Background: an optimization exercise with open tools, aiming at small area. Do not read the settings as production practice.
In this exercise RTL edits were held to simulation tests only and were not proved equivalent to the original.

==> flow/design.v <==
package shift_reg_pkg;
  localparam int DEPTH  = 64;
  localparam int ADDR_W = $clog2(DEPTH);
  localparam int DATA_W = 16;
  typedef logic [DATA_W-1:0] word_t;
  typedef logic [ADDR_W-1:0] addr_t;
endpackage
module shift_reg_tap_mux
#(
  parameter int dataWidth = 16
) (
  input  logic [shift_reg_pkg::DEPTH-1:0][dataWidth-1:0] taps,
  input  logic [shift_reg_pkg::ADDR_W:0]                fill,
  input  logic                                          phase,
  input  shift_reg_pkg::addr_t                          sel,
  output logic [dataWidth-1:0]                          dout
);
  localparam int DEPTH = shift_reg_pkg::DEPTH;
  localparam int NG    = DEPTH / 3;   
  logic [DEPTH-1:0] hit;
  logic             valid;
  logic             vflip;
  shift_reg_rd_dec u_dec (
    .fill (fill),
    .sel  (sel),
    .hit  (hit),
    .valid(valid)
  );
  assign vflip = valid & (phase ^ sel[0]);
  for (genvar b = 0; b < dataWidth; b++) begin : g_bit
    logic [DEPTH-1:0] col;
    logic [NG:0]      grp_n;
    logic [5:0]       any;
    logic [1:0]       none;
    logic             raw;
    always_comb begin
      for (int j = 0; j < DEPTH; j++) col[j] = taps[j][b];
    end
    for (genvar g = 0; g < NG; g++) begin : g_grp
      shift_reg_aoi3 u_aoi (
        .d  (col[3*g +: 3]),
        .h  (hit[3*g +: 3]),
        .y_n(grp_n[g])
      );
    end
    shift_reg_nand2 u_last (.a(col[DEPTH-1]), .b(hit[DEPTH-1]), .y(grp_n[NG]));
    for (genvar i = 0; i < 5; i++) begin : g_any
      shift_reg_nand4 u_any (.a(grp_n[4*i +: 4]), .y(any[i]));
    end
    shift_reg_nand2 u_any5 (.a(grp_n[20]), .b(grp_n[21]), .y(any[5]));
    shift_reg_nor3  u_none0 (.a(any[2:0]), .y(none[0]));
    shift_reg_nor3  u_none1 (.a(any[5:3]), .y(none[1]));
    shift_reg_nand2 u_raw (.a(none[0]), .b(none[1]), .y(raw));
    assign dout[b] = raw ^ vflip;
  end
endmodule
module shift_reg_rd_dec (
  input  logic [shift_reg_pkg::ADDR_W:0]     fill,
  input  shift_reg_pkg::addr_t               sel,
  output logic [shift_reg_pkg::DEPTH-1:0]    hit,
  output logic                               valid
);
  logic [7:0] col_n, row_n;
  assign valid = fill[shift_reg_pkg::ADDR_W] | (sel < fill[shift_reg_pkg::ADDR_W-1:0]);
  shift_reg_dec3n_col u_col (.a(sel[2:0]), .y_n(col_n));
  shift_reg_dec3n u_row (.a(sel[5:3]), .en(valid), .y_n(row_n));
  for (genvar j = 0; j < shift_reg_pkg::DEPTH; j++) begin : g_hit
    shift_reg_nor2 u_hit (.a(row_n[j / 8]), .b(col_n[j % 8]), .y(hit[j]));
  end
endmodule
module shift_reg_dec3n (
  input  logic [2:0] a,
  input  logic       en,
  output logic [7:0] y_n
);
  always_comb begin
    for (int i = 0; i < 8; i++) y_n[i] = ~(en & (a == i));
  end
endmodule
module shift_reg_dec3n_col (
  input  logic [2:0] a,
  output logic [7:0] y_n
);
  always_comb begin
    for (int i = 0; i < 8; i++) y_n[i] = ~(a == i);
  end
endmodule
module shift_reg_nand2 (
  input  logic a,
  input  logic b,
  output logic y
);
  assign y = ~(a & b);
endmodule
module shift_reg_nand4 (
  input  logic [3:0] a,
  output logic       y
);
  assign y = ~&a;
endmodule
module shift_reg_nor3 (
  input  logic [2:0] a,
  output logic       y
);
  assign y = ~|a;
endmodule
module shift_reg_nor2 (
  input  logic a,
  input  logic b,
  output logic y
);
  assign y = ~(a | b);
endmodule
module shift_reg_aoi3 (
  input  logic [2:0] d,
  input  logic [2:0] h,
  output logic       y_n
);
  assign y_n = ~|(d & h);
endmodule
module shift_reg
#(
  parameter int dataWidth = 16
) (
  input  logic                 clk,
  input  logic                 rst,
  input  logic                 shift,
  input  logic [dataWidth-1:0] din,
  input  shift_reg_pkg::addr_t address,
  output logic [dataWidth-1:0] dout
);
  logic [shift_reg_pkg::DEPTH-1:0][dataWidth-1:0] mem;
  logic [shift_reg_pkg::DEPTH-1:0][dataWidth-1:0] mem_nxt;
  logic [shift_reg_pkg::DEPTH-1:0][dataWidth-1:0] mem_in_n;
  logic [shift_reg_pkg::ADDR_W:0]                 fill;
  logic                                           phase;
  always_ff @(posedge clk) begin
    if (rst) begin
      fill  <= '0;
      phase <= 1'b0;
    end else begin
      if (!shift) phase <= ~phase;
      if (shift && !fill[shift_reg_pkg::ADDR_W]) fill <= fill + 1'b1;
    end
  end
  always_comb begin
    mem_in_n[0] = ~(din ^ {dataWidth{phase}});
    for (int k = 1; k < shift_reg_pkg::DEPTH; k++) begin
      mem_in_n[k] = mem[k-1];
    end
  end
  for (genvar k = 0; k < shift_reg_pkg::DEPTH; k++) begin : g_entry
    shift_reg_entry #(
      .dataWidth(dataWidth)
    ) u_entry (
      .sh  (shift),
      .d_n (mem_in_n[k]),
      .q   (mem[k]),
      .nxt (mem_nxt[k])
    );
  end
  always_ff @(posedge clk) begin
    mem <= mem_nxt;
  end
  shift_reg_tap_mux #(
    .dataWidth(dataWidth)
  ) u_tap_mux (
    .taps (mem),
    .fill (fill),
    .phase(phase),
    .sel  (address),
    .dout (dout)
  );
endmodule
module shift_reg_entry
#(
  parameter int dataWidth = 16
) (
  input  logic                 sh,
  input  logic [dataWidth-1:0] d_n,
  input  logic [dataWidth-1:0] q,
  output logic [dataWidth-1:0] nxt
);
  logic sh_n;
  assign sh_n = ~sh;
  for (genvar b = 0; b < dataWidth; b++) begin : g_bit
    shift_reg_cell u_cell (
      .sh  (sh),
      .sh_n(sh_n),
      .d_n (d_n[b]),
      .q   (q[b]),
      .nxt (nxt[b])
    );
  end
endmodule
module shift_reg_cell (
  input  logic sh,
  input  logic sh_n,
  input  logic d_n,
  input  logic q,
  output logic nxt
);
  assign nxt = ~((sh_n | d_n) & (sh | q));
endmodule
export LEC_CHECK = 0
export CAP_MARGIN = 5
export CORE_MARGIN = 2
export CORE_UTILIZATION = 40
export GPL_TIMING_DRIVEN = 0
export SETUP_SLACK_MARGIN = 0.15
export SLEW_MARGIN = 5
export SYNTH_HIERARCHICAL = 1
export SYNTH_MINIMUM_KEEP_SIZE = 0
create_clock -name core_clock -period 7.0 [get_ports {clk}]
standard.sh (not shown) runs the stock make flow with config.mk's settings and CLKGATE_MAP_FILE= SYNTH_SCRIPT=/design/flow/synth_recipe.tcl, a recipe that flattens the netlist after the stock synthesis.
==> flow/flow/run.sh <==
#!/bin/bash
# Layout flow: the standard synthesis and ORFS steps, with these changes:
#  - after synthesis, every logic cell is set to its smallest size;
#  - ports are buffered with buf_2 instead of the resizer's default pick;
#  - the clock tree uses clkbuf_8 leaves on clusters of up to 15 sinks, clkbuf_16
#    above them, and no dummy loads.
# Each step's full output goes to a log file in the work folder.
set -euo pipefail
cd "$(dirname "$0")/.."

bash standard.sh synth > synth.log 2>&1

SYNTH_ODB=$PWD/orfs/results/$FLOW_PLATFORM/shift_reg/base/1_synth.odb \
  openroad -no_init -exit flow/downsize.tcl > downsize.log 2>&1
touch orfs/results/$FLOW_PLATFORM/shift_reg/base/1_synth.sdc

bash standard.sh \
  "BUFFER_PORTS_ARGS=-buffer_cell sky130_fd_sc_hd__buf_2" \
  "CTS_ARGS=-sink_clustering_enable -repair_clock_nets -dont_use_dummy_load -root_buf sky130_fd_sc_hd__clkbuf_16 -tree_buf sky130_fd_sc_hd__clkbuf_16 -buf_list {sky130_fd_sc_hd__clkbuf_8} -sink_clustering_size 15 -sink_clustering_max_diameter 60" \
  finish > layout.log 2>&1
==> flow/flow/downsize.tcl <==
# Set every logic cell of the synthesized netlist to the smallest-area size of
# its type; placement-time repair then sizes up what timing, slew and load
# need, using real placement instead of synthesis's rough load model.
set odb $::env(SYNTH_ODB)
read_db $odb
set db [ord::get_db]
set block [ord::get_db_block]
array set best {}
foreach lib [$db getLibs] {
  foreach m [$lib getMasters] {
    set name [$m getName]
    if {![regexp {^(sky130_fd_sc_hd__[a-z0-9]+)_([0-9]+)$} $name -> base size]} continue
    set area [expr {[$m getWidth] * [$m getHeight]}]
    if {![info exists best($base)]} {
      set best($base) [list $m $area $size]
    } else {
      lassign $best($base) bm barea bsize
      if {$area < $barea || ($area == $barea && $size < $bsize)} {
        set best($base) [list $m $area $size]
      }
    }
  }
}
set n 0
foreach inst [$block getInsts] {
  set name [[$inst getMaster] getName]
  if {![regexp {^(sky130_fd_sc_hd__[a-z0-9]+)_([0-9]+)$} $name -> base size]} continue
  if {[regexp {^sky130_fd_sc_hd__(df|edf|sdf|dl|clk|conb|tap|fill|decap|diode)} $base]} continue
  set m [lindex $best($base) 0]
  if {[$m getName] ne $name} {
    $inst swapMaster $m
    incr n
  }
}
puts "resized $n cells to their smallest size"
write_db $odb
The starting point produced a clean layout.
Then changed:
CAP_MARGIN = 20   (was 5)
SETUP_SLACK_MARGIN = 0.3   (was 0.15)
SLEW_MARGIN = 20   (was 5)
Effect: Synthesized area stays the same. Cell area rose by 0.36%. Global-route usage is about the same. Sequential share of layout area decreases by 0.21 points. Count of clock-buffer cells in the layout does not change.

afterwards: timing with drivers on the ports:
In the flow no input, the clock included, has a driving cell. The finished layouts below were timed again as built, in two steps. Step 1 (the two cells are an assumption about what drives the block):
set clk [get_ports {clk}]
set_driving_cell -lib_cell sky130_fd_sc_hd__clkbuf_16 $clk
set_driving_cell -lib_cell sky130_fd_sc_hd__buf_2 [delete_from_list [all_inputs] $clk]
Step 2 moves the port delays by t, midway between the first and last clock arrival at a register: inputs arrive t later, outputs are due t later. That takes back most of the time a late clock gives input paths. Slacks: no drivers / after step 1 / after step 2; pairs: no drivers / after step 1.
| run | t, ns | setup WS [ns] | hold WS [ns] | worst setup path at the end | worst register clock-pin slew, ns |
|---|---|---|---|---|---|
| the first run | 0.647 | 0.235 / 0.216 / 0.216 | 0.456 / 0.456 / 0.456 | input to output | 0.10 / 0.10 |
| the second run | 0.660 | 0.373 / 0.350 / 0.350 | 0.452 / 0.452 / 0.452 | input to output | 0.10 / 0.10 |
After both steps setup and hold are still met in every run listed. For the second run, which loses most, drivers alone change the setup slack by -0.023 ns; drivers and shift together by -0.023 ns.
